From an optimization exercise on the open Yosys and OpenROAD flow, aimed at small area, a short achievable clock period and few clock cycles per item; shortcuts taken in it are not production practice.
In this exercise RTL edits were held to simulation tests only and were not proved equivalent to the original.

==> design.v <==
package kfs_pkg;
  localparam int CHANNELS  = 4;
  localparam int CH_W      = 2;
  localparam int SAMPLE_W  = 8;
  localparam int FRAC_W    = 16;
  localparam int VAR_W     = 24;
  localparam int EST_W     = 25;
  localparam int K_W       = 16;
  localparam int CFG_W     = 24;
  localparam int CFG_IDX_W = 1;
  localparam int KQ_DEPTH  = 3;
  localparam int OQ_DEPTH  = 4;
  localparam logic [EST_W-1:0] EST_RESET = 25'd65536;
  localparam logic [VAR_W-1:0] VAR_RESET = 24'd1966080;
  localparam logic [CFG_W-1:0] Q_RESET   = 24'd806;
  localparam logic [CFG_W-1:0] R_RESET   = 24'd1031641;
  localparam logic [EST_W-1:0] EST_MAX = {EST_W{1'b1}};
  localparam logic [VAR_W-1:0] VAR_MAX = {VAR_W{1'b1}};
  localparam logic [CFG_IDX_W-1:0] CFG_PROCESS_NOISE     = 1'b0;
  localparam logic [CFG_IDX_W-1:0] CFG_MEASUREMENT_NOISE = 1'b1;
endpackage
module kfs_state_mem (
  input  logic       clk,
  input  logic       rst_n,
  input  logic       push,
  input  logic [9:0] push_data,
  input  logic       out_stall,
  output logic       out_valid,
  output logic [9:0] head,
  output logic [2:0] count
);
  logic [3:0][9:0] q;
  logic [2:0]      cnt;
  logic            pop;
  logic [2:0]      wpos;
  assign pop  = (cnt != 3'd0) && !out_stall;
  assign wpos = cnt - {2'b00, pop};
  always_ff @(posedge clk) begin
    if (!rst_n) begin
      cnt <= 3'd0;
    end else begin
      cnt <= cnt - {2'b00, pop} + {2'b00, push};
    end
  end
  always_ff @(posedge clk) begin
    if (pop) begin
      q[0] <= q[1];
      q[1] <= q[2];
      q[2] <= q[3];
    end
    if (push) begin
      for (int j = 0; j < 4; j++) begin
        if (wpos == j[2:0]) q[j] <= push_data;
      end
    end
  end
  assign out_valid = (cnt != 3'd0);
  assign head      = q[0];
  assign count     = cnt;
endmodule
module kfs_div (
  input  logic [24:0] rem_i,
  input  logic [24:0] den1,
  input  logic [25:0] den2,
  input  logic [26:0] den3,
  output logic [1:0]  digit,
  output logic [24:0] rem_o
);
  logic [26:0] tr;
  logic [27:0] s1, s2, s3;
  always_comb begin
    tr = {rem_i, 2'b00};
    s1 = {1'b0, tr} - {3'b000, den1};
    s2 = {1'b0, tr} - {2'b00, den2};
    s3 = {1'b0, tr} - {1'b0, den3};
    if (!s3[27]) begin
      digit = 2'd3;
      rem_o = s3[24:0];
    end else if (!s2[27]) begin
      digit = 2'd2;
      rem_o = s2[24:0];
    end else if (!s1[27]) begin
      digit = 2'd1;
      rem_o = s1[24:0];
    end else begin
      digit = 2'd0;
      rem_o = tr[24:0];
    end
  end
endmodule
module scalar_kalman_smoother (
  input  logic                            clk,
  input  logic                            rst_n,
  input  logic                            in_valid,
  output logic                            in_stall,
  input  logic [kfs_pkg::CH_W-1:0]        in_channel,
  input  logic [kfs_pkg::SAMPLE_W-1:0]    in_sample,
  input  logic [kfs_pkg::SAMPLE_W-1:0]    in_nudge,
  output logic                            out_valid,
  input  logic                            out_stall,
  output logic [kfs_pkg::CH_W-1:0]        out_channel_out,
  output logic [kfs_pkg::SAMPLE_W-1:0]    out_filtered,
  input  logic                            cfg_we,
  input  logic [kfs_pkg::CFG_IDX_W-1:0]   cfg_index,
  input  logic [kfs_pkg::CFG_W-1:0]       cfg_data
);
  localparam int KD = kfs_pkg::KQ_DEPTH;
  logic [23:0] q_r, r_r;
  always_ff @(posedge clk) begin
    if (!rst_n) begin
      q_r <= kfs_pkg::Q_RESET;
      r_r <= kfs_pkg::R_RESET;
    end else if (cfg_we) begin
      if (cfg_index == kfs_pkg::CFG_PROCESS_NOISE) q_r <= cfg_data;
      else                                         r_r <= cfg_data;
    end
  end
  logic [24:0] qr_r;      
  logic [26:0] qr3_r;     
  logic [24:0] ds_r;      
  logic [26:0] ds3_r;     
  logic [25:0] r3_r;      
  always_ff @(posedge clk) begin
    qr_r  <= {1'b0, q_r} + {1'b0, r_r};
    qr3_r <= {2'b00, q_r} + {2'b00, r_r} + {1'b0, q_r, 1'b0} + {1'b0, r_r, 1'b0};
    ds_r  <= {1'b0, kfs_pkg::VAR_MAX} + {1'b0, r_r};
    ds3_r <= 27'h2FFFFFD + {3'b000, r_r} + {2'b00, r_r, 1'b0};
    r3_r  <= {2'b00, r_r} + {1'b0, r_r, 1'b0};
  end
  logic [3:0][24:0]          xr;      
  logic [3:0]                xv;
  logic [3:0][23:0]          pcm;     
  logic [3:0]                pcv;
  logic [3:0][23:0]          pch;     
  logic [3:0][KD-1:0][15:0]  fk;      
  logic [3:0][KD-1:0][23:0]  fp;      
  logic [3:0][1:0]           fcnt;
  logic [3:0]                busy;    
  logic        flush;
  assign flush = cfg_we;
  logic        s0_v;
  logic [1:0]  s0_ch;
  logic [7:0]  s0_z, s0_u;
  logic        s1_v;
  logic [1:0]  s1_ch;
  logic [7:0]  s1_z, s1_u;
  logic [15:0] s1_k;
  logic        s2_v;
  logic [1:0]  s2_ch;
  logic [16:0] s2_kp;
  logic [23:0] s2_c;
  logic [24:0] s2_xsat;
  logic [7:0]  s2_u;
  logic        s2_corr;
  logic [24:0] s2_xs;
  logic        go;
  logic [24:0] xn;
  logic        e1_v, e2_v, e3_v, e4_v;
  logic [1:0]  e1_ch, e2_ch, e3_ch, e4_ch;
  logic [3:0]      popv, pushv, xwv;
  logic [3:0]      busy_n;
  logic [3:0][1:0] fcnt_n;
  logic [3:0]      elig_n, lvl0, lvl1;
  logic            iss_v_r;
  logic [1:0]      iss_ch_r;
  logic            iss_v_n;
  logic [1:0]      iss_ch_n;
  function automatic logic [1:0] first4(input logic [3:0] m);
    if (m[0])      first4 = 2'd0;
    else if (m[1]) first4 = 2'd1;
    else if (m[2]) first4 = 2'd2;
    else           first4 = 2'd3;
  endfunction
  always_comb begin
    for (int c = 0; c < 4; c++) begin
      popv[c]  = go && (s0_ch == c[1:0]);
      pushv[c] = e4_v && (e4_ch == c[1:0]);
      xwv[c]   = s2_v && (s2_ch == c[1:0]);
      if (flush) begin
        fcnt_n[c] = 2'd0;
        busy_n[c] = 1'b0;
      end else begin
        fcnt_n[c] = fcnt[c] + {1'b0, pushv[c]} - {1'b0, popv[c]};
        busy_n[c] = (busy[c] && !pushv[c]) || (iss_v_r && (iss_ch_r == c[1:0]));
      end
      elig_n[c] = !busy_n[c] && (fcnt_n[c] != KD[1:0]);
      lvl0[c]   = elig_n[c] && (fcnt_n[c] == 2'd0);
      lvl1[c]   = elig_n[c] && (fcnt_n[c] == 2'd1);
    end
    iss_v_n = (elig_n != 4'b0) && !cfg_we && rst_n;
    if (s0_v && lvl0[s0_ch]) iss_ch_n = s0_ch;
    else if (lvl0 != 4'b0)   iss_ch_n = first4(lvl0);
    else if (lvl1 != 4'b0)   iss_ch_n = first4(lvl1);
    else                     iss_ch_n = first4(elig_n);
  end
  always_ff @(posedge clk) begin
    iss_v_r  <= iss_v_n;
    iss_ch_r <= iss_ch_n;
  end
  logic [23:0] pst;
  logic [24:0] pq_sum;
  logic [23:0] pp1;
  logic [24:0] den1;
  logic [26:0] den3;
  logic [24:0] r7;
  logic [1:0]  d7;
  always_comb begin
    pst    = pch[iss_ch_r];
    pq_sum = {1'b0, pst} + {1'b0, q_r};
    pp1    = pq_sum[24] ? kfs_pkg::VAR_MAX : pq_sum[23:0];
    den1   = pq_sum[24] ? ds_r  : ({1'b0, pst} + qr_r);
    den3   = pq_sum[24] ? ds3_r : ({3'b000, pst} + {2'b00, pst, 1'b0} + qr3_r);
  end
  kfs_div u_s7 (.rem_i({1'b0, pp1}), .den1(den1), .den2({den1, 1'b0}), .den3(den3), .digit(d7), .rem_o(r7));
  logic [24:0] e1_d, e2_d, e3_d, e4_d;
  logic [26:0] e1_d3, e2_d3, e3_d3, e4_d3;
  logic [24:0] e1_rem, e2_rem, e3_rem, e4_rem;
  logic [1:0]  e1_k;
  logic [5:0]  e2_k;
  logic [9:0]  e3_k;
  logic [13:0] e4_k;
  always_ff @(posedge clk) begin
    e1_v   <= rst_n && !flush && iss_v_r;
    e1_ch  <= iss_ch_r;
    e1_d   <= den1;
    e1_d3  <= den3;
    e1_rem <= r7;
    e1_k   <= d7;
  end
  logic [24:0] r6, r5, r4, r3, r2, r1;
  logic [1:0]  d6, d5, d4, d3, d2, d1;
  kfs_div u_s6 (.rem_i(e1_rem), .den1(e1_d), .den2({e1_d, 1'b0}), .den3(e1_d3), .digit(d6), .rem_o(r6));
  kfs_div u_s5 (.rem_i(r6),     .den1(e1_d), .den2({e1_d, 1'b0}), .den3(e1_d3), .digit(d5), .rem_o(r5));
  kfs_div u_s4 (.rem_i(e2_rem), .den1(e2_d), .den2({e2_d, 1'b0}), .den3(e2_d3), .digit(d4), .rem_o(r4));
  kfs_div u_s3 (.rem_i(r4),     .den1(e2_d), .den2({e2_d, 1'b0}), .den3(e2_d3), .digit(d3), .rem_o(r3));
  kfs_div u_s2 (.rem_i(e3_rem), .den1(e3_d), .den2({e3_d, 1'b0}), .den3(e3_d3), .digit(d2), .rem_o(r2));
  kfs_div u_s1 (.rem_i(r2),     .den1(e3_d), .den2({e3_d, 1'b0}), .den3(e3_d3), .digit(d1), .rem_o(r1));
  always_ff @(posedge clk) begin
    e2_v   <= rst_n && !flush && e1_v;
    e2_ch  <= e1_ch;
    e2_d   <= e1_d;
    e2_d3  <= e1_d3;
    e2_rem <= r5;
    e2_k   <= {e1_k, d6, d5};
    e3_v   <= rst_n && !flush && e2_v;
    e3_ch  <= e2_ch;
    e3_d   <= e2_d;
    e3_d3  <= e2_d3;
    e3_rem <= r3;
    e3_k   <= {e2_k, d4, d3};
    e4_v   <= rst_n && !flush && e3_v;
    e4_ch  <= e3_ch;
    e4_d   <= e3_d;
    e4_d3  <= e3_d3;
    e4_rem <= r1;
    e4_k   <= {e3_k, d2, d1};
  end
  logic [24:0] r0;
  logic [1:0]  d0;
  logic [15:0] kq;
  logic [15:0] k_new;
  logic [40:0] pearly, pacc;
  logic [23:0] p_new;
  kfs_div u_s0 (.rem_i(e4_rem), .den1(e4_d), .den2({e4_d, 1'b0}), .den3(e4_d3), .digit(d0), .rem_o(r0));
  function automatic logic [25:0] rrow(input logic [1:0] d, input logic [23:0] r, input logic [25:0] r3);
    unique case (d)
      2'd0:    rrow = 26'd0;
      2'd1:    rrow = {2'b00, r};
      2'd2:    rrow = {1'b0, r, 1'b0};
      default: rrow = r3;
    endcase
  endfunction
  always_comb begin
    kq     = {e4_k, d0};
    k_new  = (e4_d == '0) ? 16'd0 : kq;
    pearly = {1'b0, rrow(e4_k[13:12], r_r, r3_r), 14'b0} + {3'b0, rrow(e4_k[11:10], r_r, r3_r), 12'b0}
           + {5'b0, rrow(e4_k[9:8], r_r, r3_r), 10'b0}   + {7'b0, rrow(e4_k[7:6], r_r, r3_r), 8'b0}
           + {9'b0, rrow(e4_k[5:4], r_r, r3_r), 6'b0}    + {11'b0, rrow(e4_k[3:2], r_r, r3_r), 4'b0}
           + {13'b0, rrow(e4_k[1:0], r_r, r3_r), 2'b0};
    pacc   = pearly + {15'b0, rrow(d0, r_r, r3_r)} + {16'b0, r0};
    p_new  = pacc[39:16];
  end
  logic        accept;
  logic        credit_ok;
  logic [2:0]  oq_cnt;
  assign credit_ok = ({1'b0, oq_cnt} + {3'b000, s1_v} + {3'b000, s2_v}) < 4'(kfs_pkg::OQ_DEPTH);
  assign go        = s0_v && (fcnt[s0_ch] != 2'd0) && credit_ok;
  assign in_stall  = s0_v && !go;
  assign accept    = in_valid && !in_stall;
  always_ff @(posedge clk) begin
    if (!rst_n) begin
      s0_v <= 1'b0;
    end else if (accept) begin
      s0_v <= 1'b1;
    end else if (go) begin
      s0_v <= 1'b0;
    end
  end
  always_ff @(posedge clk) begin
    if (accept) begin
      s0_ch <= in_channel;
      s0_z  <= in_sample;
      s0_u  <= in_nudge;
    end
  end
  always_ff @(posedge clk) begin
    s1_v  <= rst_n && go;
    s1_ch <= s0_ch;
    s1_z  <= s0_z;
    s1_u  <= s0_u;
    s1_k  <= fk[s0_ch][0];
  end
  function automatic logic above(input logic [24:0] x, input logic wneg, input logic [7:0] w);
    above = wneg || (x[24:16] > {1'b0, w}) || ((x[24:16] == {1'b0, w}) && (x[15:0] != 16'd0));
  endfunction
  logic [23:0] zk, uk;
  logic [24:0] c_pre;
  logic [24:0] xsat_pre;
  logic [8:0]  w_pre;
  logic [24:0] xcur;
  logic        fwd;
  always_comb begin
    zk       = 24'(s1_z) * 24'(s1_k);
    uk       = 24'(s1_u) * 24'(s1_k);
    c_pre    = {1'b0, s1_u, 16'b0} - {1'b0, uk} + {1'b0, zk};
    xsat_pre = (s1_k == 16'd0) ? kfs_pkg::EST_MAX : ({1'b0, zk} - {s1_k, 9'b0});
    w_pre    = {1'b0, s1_z} - {1'b0, s1_u};
    xcur     = xv[s1_ch] ? xr[s1_ch] : kfs_pkg::EST_RESET;
    fwd      = s2_v && (s2_ch == s1_ch);
  end
  always_ff @(posedge clk) begin
    s2_v    <= rst_n && s1_v;
    s2_ch   <= s1_ch;
    s2_kp   <= 17'h10000 - {1'b0, s1_k};
    s2_c    <= c_pre[23:0];
    s2_xsat <= xsat_pre;
    s2_u    <= s1_u;
    s2_corr <= fwd ? above(xn, w_pre[8], w_pre[7:0]) : above(xcur, w_pre[8], w_pre[7:0]);
    s2_xs   <= fwd ? xn : xcur;
  end
  logic [9:0]  sum9;
  logic        sat;
  logic [41:0] nfull;
  logic [7:0]  filt;
  always_comb begin
    sum9  = {1'b0, s2_xs[24:16]} + {2'b00, s2_u};
    sat   = sum9[9];
    nfull = 42'(s2_xs) * 42'(s2_kp) + {2'b00, s2_c, 16'b0} + (s2_corr ? 42'hFFFF : 42'h0);
    xn    = sat ? s2_xsat : nfull[40:16];
    filt  = xn[24] ? 8'hFF : xn[23:16];
  end
  logic [3:0][1:0] wposv;
  always_comb begin
    for (int c = 0; c < 4; c++) begin
      wposv[c] = fcnt[c] - {1'b0, popv[c]};
    end
  end
  always_ff @(posedge clk) begin
    if (!rst_n) begin
      xv   <= '0;
      pcv  <= '0;
      fcnt <= '0;
      busy <= '0;
    end else begin
      for (int c = 0; c < 4; c++) begin
        if (xwv[c]) xv[c] <= 1'b1;
        if (popv[c]) pcv[c] <= 1'b1;
      end
      fcnt <= fcnt_n;
      busy <= busy_n;
    end
  end
  always_ff @(posedge clk) begin
    for (int c = 0; c < 4; c++) begin
      if (xwv[c]) xr[c] <= xn;
      if (!rst_n)     pch[c] <= kfs_pkg::VAR_RESET;
      else if (flush) pch[c] <= pcv[c] ? pcm[c] : kfs_pkg::VAR_RESET;
      else if (pushv[c]) pch[c] <= p_new;
      if (popv[c]) begin
        pcm[c] <= fp[c][0];
        for (int j = 0; j < KD - 1; j++) begin
          fk[c][j] <= fk[c][j+1];
          fp[c][j] <= fp[c][j+1];
        end
      end
      if (pushv[c]) begin
        for (int j = 0; j < KD; j++) begin
          if (wposv[c] == j[1:0]) begin
            fk[c][j] <= k_new;
            fp[c][j] <= p_new;
          end
        end
      end
    end
  end
  logic [9:0] oq_head;
  kfs_state_mem u_oq (
    .clk       (clk),
    .rst_n     (rst_n),
    .push      (s2_v),
    .push_data ({s2_ch, filt}),
    .out_stall (out_stall),
    .out_valid (out_valid),
    .head      (oq_head),
    .count     (oq_cnt)
  );
  assign out_channel_out = oq_head[9:8];
  assign out_filtered    = oq_head[7:0];
endmodule
==> run.sh <==
#!/bin/bash
# synth_recipe.tcl (not shown) runs the flow's synth.tcl, then flattens the netlist and writes it again
# the make line also repeats each setting of config.mk as NAME=value (left out here)
make -C /OpenROAD-flow-scripts/flow DESIGN_CONFIG=/design/flow/config.mk WORK_HOME=/design/flow/orfs CLKGATE_MAP_FILE= SYNTH_SCRIPT=/design/flow/synth_recipe.tcl finish
==> config.mk <==
export PLATFORM = sky130hd
export DESIGN_NAME = scalar_kalman_smoother
export DESIGN_NICKNAME = scalar_kalman_smoother
export VERILOG_FILES = /design/flow/design.v
export SDC_FILE = /design/flow/constraint.sdc
export NUM_CORES = 4
export LEC_CHECK = 0
export CAP_MARGIN = 20
export CORE_MARGIN = 2
export CORE_UTILIZATION = 40
export SLEW_MARGIN = 20
==> constraint.sdc <==
create_clock -name core_clock -period 10.0 [get_ports {clk}]
set_input_delay 2.0000 -clock core_clock [delete_from_list [all_inputs] [get_ports {clk}]]
set_output_delay 2.0000 -clock core_clock [all_outputs]
set_load 0.01 [all_outputs]
==> results of run 1 <==
[worst max-delay path: cells and delay by family, from the launching register on]
kind,cells,cell delay (ns)
adders and majority gates,8,3.38
and+or+nand+nor,13,2.67
AOI/OAI and AO/OA,8,2.19
DFF,1,0.85
buffers and inverters,4,0.23
[final timing paths]
path / end / from / cells past startpoint
setup / recovery: s2_corr / s2_kp[7] / 33
hold / removal: e4_k[8] / e3_k[4] / 0
setup reg to reg: s2_corr / s2_kp[7] / 33
hold reg to reg: e4_k[8] / e3_k[4] / 0
[metrics by stage]
step / setup TNS (ns) / area (µm²) / instances
4_1_cts: 0 / 135600 / 18210
6_report: 0 / 135600 / 18230
3_3_place_gp: 0 / 129800 / 17900
3_5_place_dp: 0 / 129800 / 17900
5_1_grt: -0.01494 / 135600 / 18220
2_1_floorplan: 0 / 124300 / 14090
[cell usage in the layout, fill, tap and decap left out, drive strengths merged, types with 321 or more instances in the layout]
| cell type | netlist | final |
|---|---|---|
| nand2 | 1677 | 1677 |
| inv | 1398 | 1416 |
| dfxtp | 1135 | 1135 |
| ha | 1129 | 1129 |
| o21ai | 965 | 965 |
| a21oi | 959 | 959 |
| nor2 | 821 | 821 |
| fa | 817 | 817 |
| xnor2 | 501 | 501 |
| edfxtp | 384 | 384 |
| and2 | 321 | 321 |
[routing by layer]
layer | up-vias | wire length [µm] | track usage (%)
li1 | 48150 | - | -
met1 | 48210 | 176200 | 33.71
met2 | 3106 | 164200 | 36.95
met3 | 675 | 24250 | 3.010
met4 | 4 | 17800 | 9.969
met5 | - | 33 | 0
[state kept, by name, summed over array words and instances (netlist names), 25 cells and up]
name	cells
e3_rem	25
e2_d3	27
e1_d3	27
fp	288
e4_rem	25
s2_xsat	25
s2_xs	25
r3_r	26
e1_rem	25
fk	192
ds3_r	27
u_oq.q	40
e3_d3	27
qr3_r	27
pcm	96
xr	100
e4_d3	27
e2_rem	25
pch	96
[logic make-up after synthesis]
| logic type | count (synthesis) | share of synthesized area, % |
|---|---|---|
| compound gates | 3554 | 18.01 |
| xor+xnor | 748 | 5.270 |
| fa+ha+maj | 1946 | 24.52 |
| buf+inv | 2064 | 6.369 |
| flops | 1519 | 27.56 |
| mux | 427 | 4.170 |
| simple gates | 3831 | 14.10 |
[area by class of cell]
class                           instances  area, µm²  share of cell area, %
Clock buffer                          237       4910                  3.620
Sequential cell                      1519      34270                  25.27
Tap cell                             4120       5155                  3.800
Clock inverter                         81      855.8                 0.6309
Multi-Input combinational cell      10510      82450                  60.78
Timing Repair Buffer                  322       2610                  1.924
Antenna cell                           13      32.53                0.02398
Inverter                             1428       5363                  3.953
==> results.txt, run 1 <==
Critical path:
- The most common cell type on the critical path is fa_1.
- The kind of end point of the critical path is a register.
- The worst setup slack for register-to-register paths is 0.51 ns.
- The required time reported for the critical path endpoint is 10.68 ns.
- In this run the worst path has a maximum fanout of 17.
- The setup path with the least slack is of type register to register.
- For this run, the slowest stage of the critical path takes 0.85 ns.
- The largest individual stage delay along the critical path comes from the cell dfxtp_1.
- The data arrival time of the critical path is 10.16 ns.
- The critical path startpoint category is a register.

STA:
- The worst hold margin is 0.2807 ns.
- The final clock skew is 0.07552 ns.
- The final-report max-slew violation count is 0.
- The achievable clock frequency is 0.1054 GHz.
- The worst setup slack after layout is 0.5139 ns.
- The tightest slew margin relative to the limit is 27.58%.
- The worst path uses 94.86% of the clock period.
- The time the worst path needs with I/O delays and setup is 9.486 ns.
- The number of endpoints with negative hold slack in the final report is 0.
- For the pin with the worst max-slew slack, the measured transition is 1.086 ns.
- Setup repair after global routing could not meet its margin everywhere.
- Setup violations remaining at the end of the flow were counted as 0.

Synthesis:
- The synthesized instance count is 14090.
- Yosys attributes the largest share of cell area to dfxtp_1 (18%), fa_1 (13%), ha_1 (11%), edfxtp_1 (9.3%), nand2_1 (5.1%).
- The biggest area consumer among synthesized cells is dfxtp_1.
- In the synthesized netlist the async set-or-reset flop fraction comes to 0%.
- The share of Yosys cell area claimed by the top area cell type is 18.28%.
- The count of synthesis-stage warnings from yosys is 3.
- Yosys mapped a number of flops with a built-in enable equal to 384.
- Yosys instantiated no cell more often than nand2_1.
- The total standard cell area after synthesis is 124300 µm².
- The sequential share of the synthesized area is 27.56%.
- The post-synth net total is 16080.
- The count of state elements after synthesis is 1519.
- The flip-flop cell with the highest count after synthesis is dfxtp_1.
- By count the netlist is led by nand2_1 (1677), inv_1 (1393), dfxtp_1 (1135).
- After synthesis, the netlist uses 111 different library cells.
- The post-synthesis area per instance is 8.823 µm².

Routing:
- The number of routed nets with antenna violations is 0.
- The total routed wirelength is 382500 µm.
- The via count of the routed design is 100100.
- For this run, design rule violations remaining after detail routing come to 0.
- The number of detailed-route iterations in the first pass is 6.
- The detailed router's first-iteration violation count is 7789.
- Using the TritonRoute via totals, the vias-per-cell ratio works out to 5.495.
- Dividing the detail-routed wire length by the instance count gives 20.98 µm.

Floorplanning:
- The area of the die is 315200 µm².
- The floorplan step defined a core boundary enclosing 309100 µm².
- The number of placed I/O pins is 60.
- The horizontal die dimension is 561.5 µm.
- The initial utilization of the core area, before any placement, comes to 40.21%.
- The vertical die dimension is 561.5 µm.
- The floorplan has 204 rows.

Placed design:
- Port buffering added 59 buffers.
- The detailed-placement wirelength estimate is 295900 µm.
- The minimum setup slack after placement is 0.5444 ns.
- At the end of routability-driven placement, the weighted congestion stood at 0.9335.

Clock network:
- The number of H-tree branching levels is 4.
- The number of buffers inserted by post-CTS setup repair is 0.
- After clock tree synthesis, the clock-pin slew on the worst setup and hold paths is 0.06 ns.
- Clock latency on the worst-skew pair, taken at its later pin, is 0.87 ns.
- In this run, CTS created clock tree buffers numbering 177.
- The TritonCTS clock tree is built.
- The clock sink count is 1519.
- The cell at the root of the clock tree is clkbuf_16.
- After clock tree synthesis, the repair step resized 0 gates.
- In this run the deepest clock path goes through 4 buffers.
- In this run, post-CTS hold repair placed 0 buffers.

Finish:
- The number of filler cells placed in the layout is 30240.
- The area growth from synthesis to layout is 9.123%.
- Cells fill 43.88% of the core in the end.
- The post-route netlist has 5.953% of its cells at a drive strength greater than 1.
- The final layout net count is 15950.

Run status:
- The run finished with no timing, DRC or antenna violations.

Global route:
- The via count of the first global-routing pass is 97560.
- The global-route wire length before repair is 589200 µm.
- The number of antenna violations at the first check in global routing came to 22.
- Entering global routing, the biggest net connects 75 pins.
- The total overflow left after global routing is 0.
- The total global-route track usage is 23.94%.

Run:
- The tool flagged a number of max-cap violations equal to 0.

Worst hold path:
- The min-delay analysis places its worst path in the category register to register.
Testbench counts, summed over its fixed seeds: cycles 3,674, items 2,048.
==> run 2, diff against run 1 <==
--- a/design.v
+++ b/design.v
@@ -131,4 +131,2 @@
   logic [3:0]                xv;
-  logic [3:0][23:0]          pcm;     
-  logic [3:0]                pcv;
   logic [3:0][23:0]          pch;     
@@ -145,3 +143,6 @@
   logic [1:0]  s1_ch;
-  logic [7:0]  s1_z, s1_u;
+  logic [7:0]  s1_u;
+  logic [7:0]  s1_wa;     
+  logic        s1_wn;     
+  logic [9:0]  s1_zc;     
   logic [15:0] s1_k;
@@ -221,2 +222,3 @@
   logic [13:0] e4_k;
+  logic [40:0] e4_pk;     
   always_ff @(posedge clk) begin
@@ -229,2 +231,10 @@
   end
+  function automatic logic [25:0] rrow(input logic [1:0] d, input logic [23:0] r, input logic [25:0] r3);
+    unique case (d)
+      2'd0:    rrow = 26'd0;
+      2'd1:    rrow = {2'b00, r};
+      2'd2:    rrow = {1'b0, r, 1'b0};
+      default: rrow = r3;
+    endcase
+  endfunction
   logic [24:0] r6, r5, r4, r3, r2, r1;
@@ -256,2 +266,5 @@
     e4_k   <= {e3_k, d2, d1};
+    e4_pk  <= {1'b0, rrow(e3_k[9:8], r_r, r3_r), 14'b0} + {3'b0, rrow(e3_k[7:6], r_r, r3_r), 12'b0}
+            + {5'b0, rrow(e3_k[5:4], r_r, r3_r), 10'b0} + {7'b0, rrow(e3_k[3:2], r_r, r3_r), 8'b0}
+            + {9'b0, rrow(e3_k[1:0], r_r, r3_r), 6'b0};
   end
@@ -264,10 +277,2 @@
   kfs_div u_s0 (.rem_i(e4_rem), .den1(e4_d), .den2({e4_d, 1'b0}), .den3(e4_d3), .digit(d0), .rem_o(r0));
-  function automatic logic [25:0] rrow(input logic [1:0] d, input logic [23:0] r, input logic [25:0] r3);
-    unique case (d)
-      2'd0:    rrow = 26'd0;
-      2'd1:    rrow = {2'b00, r};
-      2'd2:    rrow = {1'b0, r, 1'b0};
-      default: rrow = r3;
-    endcase
-  endfunction
   always_comb begin
@@ -275,6 +280,3 @@
     k_new  = (e4_d == '0) ? 16'd0 : kq;
-    pearly = {1'b0, rrow(e4_k[13:12], r_r, r3_r), 14'b0} + {3'b0, rrow(e4_k[11:10], r_r, r3_r), 12'b0}
-           + {5'b0, rrow(e4_k[9:8], r_r, r3_r), 10'b0}   + {7'b0, rrow(e4_k[7:6], r_r, r3_r), 8'b0}
-           + {9'b0, rrow(e4_k[5:4], r_r, r3_r), 6'b0}    + {11'b0, rrow(e4_k[3:2], r_r, r3_r), 4'b0}
-           + {13'b0, rrow(e4_k[1:0], r_r, r3_r), 2'b0};
+    pearly = e4_pk + {11'b0, rrow(e4_k[3:2], r_r, r3_r), 4'b0} + {13'b0, rrow(e4_k[1:0], r_r, r3_r), 2'b0};
     pacc   = pearly + {15'b0, rrow(d0, r_r, r3_r)} + {16'b0, r0};
@@ -308,4 +310,6 @@
     s1_ch <= s0_ch;
-    s1_z  <= s0_z;
     s1_u  <= s0_u;
+    s1_wa <= (s0_z >= s0_u) ? (s0_z - s0_u) : (s0_u - s0_z);
+    s1_wn <= (s0_z < s0_u);
+    s1_zc <= 10'd512 - {2'b00, s0_z};
     s1_k  <= fk[s0_ch][0];
@@ -315,4 +319,5 @@
   endfunction
-  logic [23:0] zk, uk;
-  logic [24:0] c_pre;
+  logic [23:0] wk;
+  logic [24:0] zck;
+  logic [25:0] c_pre;
   logic [24:0] xsat_pre;
@@ -322,7 +327,7 @@
   always_comb begin
-    zk       = 24'(s1_z) * 24'(s1_k);
-    uk       = 24'(s1_u) * 24'(s1_k);
-    c_pre    = {1'b0, s1_u, 16'b0} - {1'b0, uk} + {1'b0, zk};
-    xsat_pre = (s1_k == 16'd0) ? kfs_pkg::EST_MAX : ({1'b0, zk} - {s1_k, 9'b0});
-    w_pre    = {1'b0, s1_z} - {1'b0, s1_u};
+    wk       = 24'(s1_wa) * 24'(s1_k);
+    zck      = 25'(s1_zc) * 25'(s1_k);
+    c_pre    = {2'b00, s1_u, 16'b0} + ({2'b00, wk} ^ {26{s1_wn}}) + {25'b0, s1_wn};
+    xsat_pre = (s1_k == 16'd0) ? kfs_pkg::EST_MAX : (25'd0 - zck);
+    w_pre    = s1_wn ? (9'd0 - {1'b0, s1_wa}) : {1'b0, s1_wa};
     xcur     = xv[s1_ch] ? xr[s1_ch] : kfs_pkg::EST_RESET;
@@ -360,3 +365,2 @@
       xv   <= '0;
-      pcv  <= '0;
       fcnt <= '0;
@@ -366,3 +370,2 @@
         if (xwv[c]) xv[c] <= 1'b1;
-        if (popv[c]) pcv[c] <= 1'b1;
       end
@@ -375,7 +378,6 @@
       if (xwv[c]) xr[c] <= xn;
-      if (!rst_n)     pch[c] <= kfs_pkg::VAR_RESET;
-      else if (flush) pch[c] <= pcv[c] ? pcm[c] : kfs_pkg::VAR_RESET;
-      else if (pushv[c]) pch[c] <= p_new;
+      if (!rst_n)                           pch[c] <= kfs_pkg::VAR_RESET;
+      else if (flush && (fcnt[c] != 2'd0)) pch[c] <= fp[c][0];
+      else if (!flush && pushv[c])          pch[c] <= p_new;
       if (popv[c]) begin
-        pcm[c] <= fp[c][0];
         for (int j = 0; j < KD - 1; j++) begin
@@ -389,3 +391,3 @@
             fk[c][j] <= k_new;
-            fp[c][j] <= p_new;
+            fp[c][j] <= pch[c];
           end
--- a/config.mk
+++ b/config.mk
@@ -9,3 +9,4 @@
 export CORE_MARGIN = 2
-export CORE_UTILIZATION = 40
+export CORE_UTILIZATION = 60
+export PLACE_DENSITY = 0.72
 export SLEW_MARGIN = 20
==> results.txt, run 2 <==
Finish:
- In the final layout, the registers with the most flip-flops are fp (288), fk (192), xr (100).
- The total area of multi-input combinational cells is 83350 µm².
- In the final layout, flip-flops and latches occupy 32200 µm².
- The final layout net count is 15860.
- The register with the most flip-flops in the final layout is fp.
- The number of filler cells placed in the layout is 17000.
- In the layout the commonest cells are nand2_1 (1584), inv_1 (1418), dfxtp_1 (1168).
- The area growth from synthesis to layout is 7.628%.
- Leaving out fill and tap cells, the most frequent cell in the layout is nand2_1.
- The flip-flop count of the largest register after layout is 288.
- The share of cells above drive strength 1 is 5.840%.

Synthesis:
- The biggest area consumer among synthesized cells is dfxtp_1.
- The post-synth net total is 16000.
- For this run, the number of Yosys warnings is 3.
- Counting flops and latches in the post-synthesis netlist gives 1464.
- Each instance of the synthesized netlist takes up on average 8.798 µm².
- Counting flops with a built-in enable in the synthesized netlist gives 288.
- Summing the sequential cell areas from Yosys gives 26.16% of the chip area.
- The share of Yosys cell area claimed by the top area cell type is 19.13%.
- The most frequently used cell type in the post-synthesis netlist is nand2_1.
- Synthesis handed over a netlist of 13990 instances.
- Ranked by instance count, the synthesized netlist is headed by nand2_1 (1585), inv_1 (1418), dfxtp_1 (1176).
- By area the synthesized netlist is led by dfxtp_1 (19%), fa_1 (13%), ha_1 (12%), edfxtp_1 (7.0%), nand2_1 (4.8%).
- The fraction of registers with async set/reset is 0%.
- The total standard cell area after synthesis is 123000 µm².
- For this run, the leading register cell type out of synthesis is dfxtp_1.
- The number of distinct library cells after synthesis is 107.

Worst hold path:
- The worst hold path passes through 0 cells.
- The worst hold path begins at e3_d3[23].
- The class of the most critical hold timing path is register to register.
- The worst hold path terminates at e4_d3[23].

STA:
- Across all hold checks on the routed design, the worst slack comes to 0.3168 ns.
- The transition time at the pin with the least slew margin is 1.094 ns.
- The tightest slew margin relative to the limit is 25.15%.
- The worst setup slack after layout is 0.6553 ns.
- The final-report max-slew violation count is 0.
- The clock arrives with 0.08114 ns of skew.
- The final period utilization is 93.45%.
- The number of endpoints with negative hold slack in the final report is 0.
- The achievable clock frequency is 0.1070 GHz.
- Setup repair after global routing left no endpoint under its margin.
- Setup total negative slack on the finished layout was measured at 0 ns.
- The time the worst path needs with I/O delays and setup is 9.345 ns.
- Setup violations remaining at the end of the flow were counted as 0.

Clock network:
- The longest clock path from root to sink contains 3 buffers.
- TritonCTS built the clock tree.
- At the later pin of the worst-skew pair, clock insertion delay measures 0.84 ns.
- The clock sink count is 1464.
- CTS placed an instance of clkbuf_16 at the clock tree root.
- The number of H-tree branching levels is 4.
- The total of hold buffers inserted after clock tree synthesis is 0.
- After clock tree synthesis, the clock-pin slew on the worst setup and hold paths is 0.07 ns.
- The number of buffers inserted by post-CTS setup repair is 0.
- Counting the buffers created by CTS gives 159.

Floorplanning:
- The die covers 208700 µm².
- In this run the horizontal extent of the chip is 456.8 µm.
- During I/O placement, the number of pins put on the boundary was 60.
- The initial utilization of the core area, before any placement, comes to 60.26%.
- The vertical die dimension is 456.8 µm.
- After floorplanning, the core was sized to cover 204200 µm².
- The floorplan has 166 rows.

Critical path:
- For the worst flop-to-flop path, the logic depth is 36.
- In this run the register-to-register setup slack is 0.66 ns.
- In this design, the stage delay of the slowest critical-path cell is 0.68 ns.
- The critical path startpoint category is a register.
- The capture instance of the worst register-to-register path is s2_corr.
- The largest fanout on the critical path is 11.
- The data arrival time of the critical path is 10.01 ns.
- The largest individual stage delay along the critical path comes from the cell dfxtp_1.
- The cell that appears most often on the critical path is fa_1.
- Data on the critical path is required at its endpoint by 10.67 ns.
- The origin of the critical flop-to-flop path is s2_xs[4].
- STA classifies the critical path endpoint as a register.
- The critical path start-end classification is register to register.

Global route:
- For this run, the total global-route usage over all layers was measured as 36.47%.
- The via count of the first global-routing pass is 101900.
- The global-route wire length before repair is 594600 µm.
- The largest net degree at the start of global routing is 81.
- In the global route stage, met2 resource usage came out at 56.73%.
- Global routing used 48.17% of the available met1 tracks.
- The total congestion overflow is 0.
- The met3 demand-to-capacity share in global routing is 7.505%.
- The most utilized layer in the global route result is met2.
- The number of antenna violations at the first check in global routing is 36.

Routing:
- For this run, design rule violations remaining after detail routing come to 0.
- The via count of the routed design is 102700.
- After detailed routing, the average wire length per cell comes to 23.14 µm.
- The final layout contains routed wiring with a total length of 386400 µm.
- The ratio of routed vias to standard cells is 6.151.
- The number of routed nets with antenna violations is 0.
- The first TritonRoute pass finished after 8 iterations.
- In this run, the number of DRC markers left after iteration 0 of detailed routing was 9703.

Placed design:
- Once detailed placement completed, the half-perimeter wirelength came to 297400 µm.
- Timing analysis after detailed placement gives a worst setup slack of 0.5709 ns.
- The weighted congestion at the end of routability-driven global placement is 0.9960.
- Buffers placed on the I/O ports in this run total 59.

Run:
- Across the run, the number of max-cap violations was 0.

Run status:
- The flow ran to the end and the layout has no timing, DRC or antenna violations.
==> run 2: worst max-delay path: cells and delay by family (launching register included) <==
family / cells / cell delay (ns)
AO/OA/AOI/OAI: 10 / 2.12
flip-flops: 1 / 0.68
AND/OR/NAND/NOR: 9 / 2.10
buffers and inverters: 7 / 0.72
adder cells (fa/ha/maj): 8 / 3.19
XOR/XNOR: 1 / 0.10
multiplexers: 1 / 0.28
==> run 2: routing by layer <==
metal	up-vias	wire length, µm
li1	47810	-
met1	49700	160300
met2	4358	170100
met3	854	34720
met4	0	21360
met5	-	0
==> run 2: final cells by class <==
cell class | instances | area share (%)
multi-input combinational | 10480 | 62.94
sequential | 1464 | 24.32
inverter | 1436 | 4.072
clock buffer | 224 | 3.432
tap | 2688 | 2.540
timing repair buffer | 315 | 1.969
clock inverter | 75 | 0.6869
antenna | 23 | 0.04346
==> run 2: worst max path at each step <==
stage | start | end | slack, ns | cells past startpoint
final | s2_xs[4] | s2_corr | 0.66 | 36
after CTS | s2_xs[4] | s2_corr | 0.49 | 39
after floorplan | s2_kp[8] | s2_corr | 1.33 | 39
after global placement | s2_kp[9] | s2_corr | 0.56 | 39
after global routing | s2_xs[4] | s2_corr | 0.15 | 38
after detailed placement | s2_xs[4] | s2_corr | 0.57 | 39
==> run 2: logic make-up (layout without fill, tap and decap cells) <==
logic type | count (synthesis) | after routing | share of synthesized area, %
compound gates | 3357 | 3357 | 17.24
xor+xnor | 793 | 793 | 5.645
other cells | 0 | 23 | 0
buf+inv | 2046 | 2050 | 6.341
simple gates | 3782 | 3782 | 14.31
fa+ha+maj | 1963 | 1963 | 24.84
mux | 580 | 580 | 5.461
flops | 1464 | 1464 | 26.16
==> run 2: metrics by stage <==
| step | utilization, % | cell area [µm²] | instances |
|---|---|---|---|
| 3_3_place_gp | 62.15 | 126900 | 16380 |
| 5_1_grt | 64.86 | 132400 | 16700 |
| 6_report | 64.86 | 132400 | 16700 |
| 3_5_place_dp | 62.15 | 126900 | 16380 |
| 4_1_cts | 64.82 | 132400 | 16680 |
| 2_1_floorplan | - | 123000 | 13990 |
==> run 2: what timing repair did <==
action,4_1_cts,5_1_grt
setup endpoints to repair,0,1
hold endpoints to repair,0,0
gates resized for setup,0,1
Testbench counts of run 2, summed over its fixed seeds: cycles 3,674, items 2,048.

what the ideal ports hide:
The results above use ideal ports. As a check the final layouts listed here were re-extracted and re-timed, cells and wires unchanged.
Step 1 (the two cells are an assumption about what drives the block):
set clk [get_ports {clk}]
set_driving_cell -lib_cell sky130_fd_sc_hd__clkbuf_16 $clk
set_driving_cell -lib_cell sky130_fd_sc_hd__buf_2 [delete_from_list [all_inputs] $clk]
Step 2, shift: input delay + t, output delay - t, t = (earliest + latest rising clock arrival at the registers) / 2. This alone moves slack from input paths to output paths.
Slacks: ideal ports / drivers / drivers and shift; pairs: ideal ports / drivers.
| run | t, ns | setup slack, ns | hold WS [ns] | worst setup path at the end | latest minus earliest clock arrival (ns) |
|---|---|---|---|---|---|
| run 1 | 0.928 | 0.514 / 0.514 / 0.514 | 0.281 / 0.281 / 0.281 | register to register | 0.079 / 0.079 |
| run 2 | 0.900 | 0.655 / 0.655 / 0.655 | 0.317 / 0.317 / 0.317 | register to register | 0.081 / 0.082 |
After both steps every run listed still meets setup and hold.
